Context: an optimization exercise on an open-source flow, tuned for a short achievable clock period and few clock cycles. The choices shown serve that exercise and are no tape-out recipe. Only simulation tests tie the RTL to the original design; equivalence was not proved. No activity file was given, so power comes from the tool's default toggle rates.

## main
==> flow/design.v <==
module sprite_sequencer #(
    parameter int MAX_SPRITES  = 16,
    parameter int NUM_FRAMES   = 512,
    parameter int WIDTH        = 1280,
    parameter int HEIGHT       = 720,
    parameter int ANIM_DIV     = 6,
    parameter int MAX_ANIM_LEN = 8,
    localparam int IW = $clog2(MAX_SPRITES),
    localparam int FW = $clog2(NUM_FRAMES),
    localparam int XW = $clog2(WIDTH),
    localparam int YW = $clog2(HEIGHT),
    localparam int LW = $clog2(MAX_ANIM_LEN + 1)
) (
    input  logic          clk_pixel,
    input  logic          sys_rst,
    input  logic          new_frame,
    input  logic          wr_en,
    input  logic [IW-1:0] wr_index,
    input  logic          wr_active,
    input  logic [XW-1:0] wr_x,
    input  logic [YW-1:0] wr_y,
    input  logic [FW-1:0] wr_base_frame,
    input  logic [LW-1:0] wr_anim_len,
    input  logic          sprite_ready,
    output logic          sprite_valid,
    output logic [XW-1:0] sprite_x,
    output logic [YW-1:0] sprite_y,
    output logic [FW-1:0] sprite_frame_number,
    output logic [IW-1:0] sprite_index,
    output logic          busy,
    output logic          list_done,
    output logic          overrun
);
    localparam int N  = MAX_SPRITES;
    localparam int DW = (ANIM_DIV > 1) ? $clog2(ANIM_DIV) : 1;
    logic          busy_reg;
    logic [DW-1:0] div_reg;
    logic          step_reg;
    logic          overrun_reg;
    logic          list_done_reg;
    logic          valid_reg;
    logic [XW-1:0] x_reg;
    logic [YW-1:0] y_reg;
    logic [FW-1:0] frame_reg;
    logic [IW-1:0] index_reg;
    logic [N-1:0]  mask_reg;
    logic [N-1:0]  low_reg;
    logic          took_step_reg;
    logic [N-1:0]  act_next;
    logic [XW-1:0] x_arr     [N];
    logic [YW-1:0] y_arr     [N];
    logic [FW-1:0] frame_arr [N];
    logic          start, late_start, out_free, take, mask_any, scan_end, step_now;
    logic [N-1:0]  low, below;
    always_comb begin
        below[0] = 1'b0;
        for (int i = 1; i < N; i++) below[i] = below[i-1] | mask_reg[i-1];
    end
    assign low      = mask_reg & ~below;
    assign mask_any = |mask_reg;
    assign start      = !busy_reg && new_frame;
    assign late_start = start && wr_en && !below[wr_index];
    assign out_free   = !valid_reg || sprite_ready;
    assign take       = (busy_reg && out_free) || (start && !late_start);
    assign scan_end   = busy_reg && out_free && !mask_any;
    assign step_now   = busy_reg ? step_reg : (div_reg == DW'(ANIM_DIV - 1));
    genvar gi;
    generate
        for (gi = 0; gi < N; gi++) begin : g_entry
            logic          active_reg;
            logic [XW-1:0] x_e_reg;
            logic [YW-1:0] y_e_reg;
            logic [FW-1:0] base_reg;
            logic [FW-1:0] frame_e_reg;
            logic [LW-1:0] len_reg;
            logic [LW-1:0] phase_reg;
            logic          wr_hit;
            logic          wrap;
            logic [LW-1:0] phase_inc;
            assign wr_hit    = wr_en && (wr_index == IW'(gi));
            assign phase_inc = phase_reg + LW'(1);
            assign wrap      = (phase_inc >= ((len_reg == '0) ? LW'(1) : len_reg));
            always_ff @(posedge clk_pixel or posedge sys_rst) begin
                if (sys_rst) begin
                    active_reg <= 1'b0;
                end else if (wr_hit) begin
                    active_reg <= wr_active;
                end
            end
            always_ff @(posedge clk_pixel) begin
                if (wr_hit) begin
                    x_e_reg     <= wr_x;
                    y_e_reg     <= wr_y;
                    base_reg    <= wr_base_frame;
                    frame_e_reg <= wr_base_frame;
                    len_reg     <= wr_anim_len;
                    phase_reg   <= '0;
                end else if (took_step_reg && low_reg[gi]) begin
                    phase_reg   <= wrap ? '0 : phase_inc;
                    frame_e_reg <= wrap ? base_reg : frame_e_reg + FW'(1);
                end
            end
            assign act_next[gi]  = wr_hit ? wr_active : active_reg;
            assign x_arr[gi]     = x_e_reg;
            assign y_arr[gi]     = y_e_reg;
            assign frame_arr[gi] = frame_e_reg;
        end
    endgenerate
    logic [XW-1:0] x_sel;
    logic [YW-1:0] y_sel;
    logic [FW-1:0] frame_sel;
    logic [IW-1:0] index_sel;
    always_comb begin
        x_sel     = '0;
        y_sel     = '0;
        frame_sel = '0;
        index_sel = '0;
        for (int i = 0; i < N; i++) begin
            x_sel     = x_sel     | (x_arr[i]     & {XW{low[i]}});
            y_sel     = y_sel     | (y_arr[i]     & {YW{low[i]}});
            frame_sel = frame_sel | (frame_arr[i] & {FW{low[i]}});
            index_sel = index_sel | (IW'(i)       & {IW{low[i]}});
        end
    end
    always_ff @(posedge clk_pixel or posedge sys_rst) begin
        if (sys_rst) begin
            busy_reg      <= 1'b0;
            div_reg       <= '0;
            step_reg      <= 1'b0;
            overrun_reg   <= 1'b0;
            list_done_reg <= 1'b0;
            mask_reg      <= '0;
            valid_reg     <= 1'b0;
            low_reg       <= '0;
            took_step_reg <= 1'b0;
        end else begin
            list_done_reg <= scan_end;
            low_reg       <= low;
            took_step_reg <= take && step_now;
            if (busy_reg && new_frame) begin
                overrun_reg <= 1'b1;
            end
            if (start) begin
                busy_reg <= 1'b1;
                if (div_reg == DW'(ANIM_DIV - 1)) begin
                    div_reg  <= '0;
                    step_reg <= 1'b1;
                end else begin
                    div_reg  <= div_reg + DW'(1);
                    step_reg <= 1'b0;
                end
            end else if (scan_end) begin
                busy_reg <= 1'b0;
            end
            if (take && mask_any) begin
                mask_reg  <= (busy_reg ? mask_reg : act_next) & ~low;
                valid_reg <= 1'b1;
            end else begin
                if (!busy_reg || scan_end) begin
                    mask_reg <= act_next;
                end
                if (take) begin
                    valid_reg <= 1'b0;
                end
            end
        end
    end
    always_ff @(posedge clk_pixel or posedge sys_rst) begin
        if (sys_rst) begin
            x_reg     <= '0;
            y_reg     <= '0;
            frame_reg <= '0;
            index_reg <= '0;
        end else if (out_free) begin
            x_reg     <= x_sel;
            y_reg     <= y_sel;
            frame_reg <= frame_sel;
            index_reg <= index_sel;
        end
    end
    assign sprite_valid        = valid_reg;
    assign sprite_x            = x_reg;
    assign sprite_y            = y_reg;
    assign sprite_frame_number = frame_reg;
    assign sprite_index        = index_reg;
    assign busy                = busy_reg;
    assign list_done           = list_done_reg;
    assign overrun             = overrun_reg;
endmodule
Settings: LEC_CHECK=0, ABC_CLOCK_PERIOD_IN_PS=2000, CAP_MARGIN=20, CORE_MARGIN=2, CORE_UTILIZATION=50, CTS_CLUSTER_DIAMETER=100, CTS_CLUSTER_SIZE=30, SETUP_SLACK_MARGIN=3.6, SLEW_MARGIN=20, TNS_END_PERCENT=100; clock period 6.0 ns.
run.sh (not shown) runs the stock make flow with config.mk's settings and CLKGATE_MAP_FILE= SYNTH_SCRIPT=/design/flow/synth_recipe.tcl, a recipe that flattens the netlist after the stock synthesis.
Testbench counts of main, summed over its fixed seeds: cycles 50,115.
> inputs changed (main -> the feature branch)
-- flow/design.v --
<<< main, line 45
    logic [IW-1:0] index_reg;
    logic [N-1:0]  mask_reg;
    logic [N-1:0]  low_reg;
    logic          took_step_reg;
    logic [N-1:0]  act_next;
    logic [XW-1:0] x_arr     [N];
>>> the feature branch, line 45
    logic [IW-1:0] index_reg;
    logic [N-1:0]  mask_reg;
    logic [N-1:0]  adv_pend_reg;
    logic [N-1:0]  act_next;
    logic [XW-1:0] x_arr     [N];
<<< main, line 52
    logic [FW-1:0] frame_arr [N];
    logic          start, late_start, out_free, take, mask_any, scan_end, step_now;
    logic [N-1:0]  low, below;
    always_comb begin
        below[0] = 1'b0;
>>> the feature branch, line 51
    logic [FW-1:0] frame_arr [N];
    logic          start, late_start, out_free, take, mask_any, scan_end, step_now;
    logic [N-1:0]  low, below, pick;
    always_comb begin
        below[0] = 1'b0;
<<< main, line 63
    assign out_free   = !valid_reg || sprite_ready;
    assign take       = (busy_reg && out_free) || (start && !late_start);
    assign scan_end   = busy_reg && out_free && !mask_any;
    assign step_now   = busy_reg ? step_reg : (div_reg == DW'(ANIM_DIV - 1));
>>> the feature branch, line 62
    assign out_free   = !valid_reg || sprite_ready;
    assign take       = (busy_reg && out_free) || (start && !late_start);
    assign pick       = take ? low : '0;
    assign scan_end   = busy_reg && out_free && !mask_any;
    assign step_now   = busy_reg ? step_reg : (div_reg == DW'(ANIM_DIV - 1));
<<< main, line 96
                    len_reg     <= wr_anim_len;
                    phase_reg   <= '0;
                end else if (took_step_reg && low_reg[gi]) begin
                    phase_reg   <= wrap ? '0 : phase_inc;
                    frame_e_reg <= wrap ? base_reg : frame_e_reg + FW'(1);
>>> the feature branch, line 96
                    len_reg     <= wr_anim_len;
                    phase_reg   <= '0;
                end else if (adv_pend_reg[gi]) begin
                    phase_reg   <= wrap ? '0 : phase_inc;
                    frame_e_reg <= wrap ? base_reg : frame_e_reg + FW'(1);
<<< main, line 132
            mask_reg      <= '0;
            valid_reg     <= 1'b0;
            low_reg       <= '0;
            took_step_reg <= 1'b0;
        end else begin
            list_done_reg <= scan_end;
            low_reg       <= low;
            took_step_reg <= take && step_now;
            if (busy_reg && new_frame) begin
                overrun_reg <= 1'b1;
>>> the feature branch, line 132
            mask_reg      <= '0;
            valid_reg     <= 1'b0;
            adv_pend_reg  <= '0;
        end else begin
            list_done_reg <= scan_end;
            adv_pend_reg  <= step_now ? pick : '0;
            if (busy_reg && new_frame) begin
                overrun_reg <= 1'b1;
<<< main, line 166
        end
    end
    always_ff @(posedge clk_pixel or posedge sys_rst) begin
        if (sys_rst) begin
            x_reg     <= '0;
            y_reg     <= '0;
            frame_reg <= '0;
            index_reg <= '0;
        end else if (out_free) begin
            x_reg     <= x_sel;
            y_reg     <= y_sel;
>>> the feature branch, line 164
        end
    end
    always_ff @(posedge clk_pixel) begin
        if (take && mask_any) begin
            x_reg     <= x_sel;
            y_reg     <= y_sel;
==> notes.md <==
[compare] base=main new=the feature branch: total power per unit cell area now larger, clock buffer count in the final layout grew by 6, share of the synthesized netlist area taken by xor and xnor gates closely matched the old numbers, average wire per standard cell went down.
Looking at the feature branch and main, the number of clock sinks seen by CTS is a wash.
For main, the origin of the worst setup path was valid_reg, unlike the feature branch, where it was y_reg[4].
Testbench counts of the feature branch, summed over its fixed seeds: cycles 50,115.

afterwards: timing with drivers on the ports:
The flow's constraints put no driver on any port. The routed layouts listed below were extracted and timed again, unchanged, in two steps. Step 1: set_driving_cell puts a clkbuf_16 on clk_pixel and a buf_2 on each other input, an assumption about the parent block. Step 2, shift: input delay + t, output delay - t, t = (earliest + latest rising clock arrival at the registers) / 2. This alone moves slack from input paths to output paths. Three values: ideal, step 1, step 2; two values: the first two.
run | t, ns | slack for setup (ns) | worst setup path at the end | clock arrival spread, ns
main | 0.671 | 3.544 / 3.475 / 2.892 | input to register | 0.033 / 0.032
the feature branch | 0.663 | 3.451 / 3.385 / 2.865 | input to register | 0.027 / 0.026
After both steps every run listed still meets setup and hold. For main, which loses most, drivers alone change the setup slack by -0.069 ns; drivers and shift together by -0.652 ns.
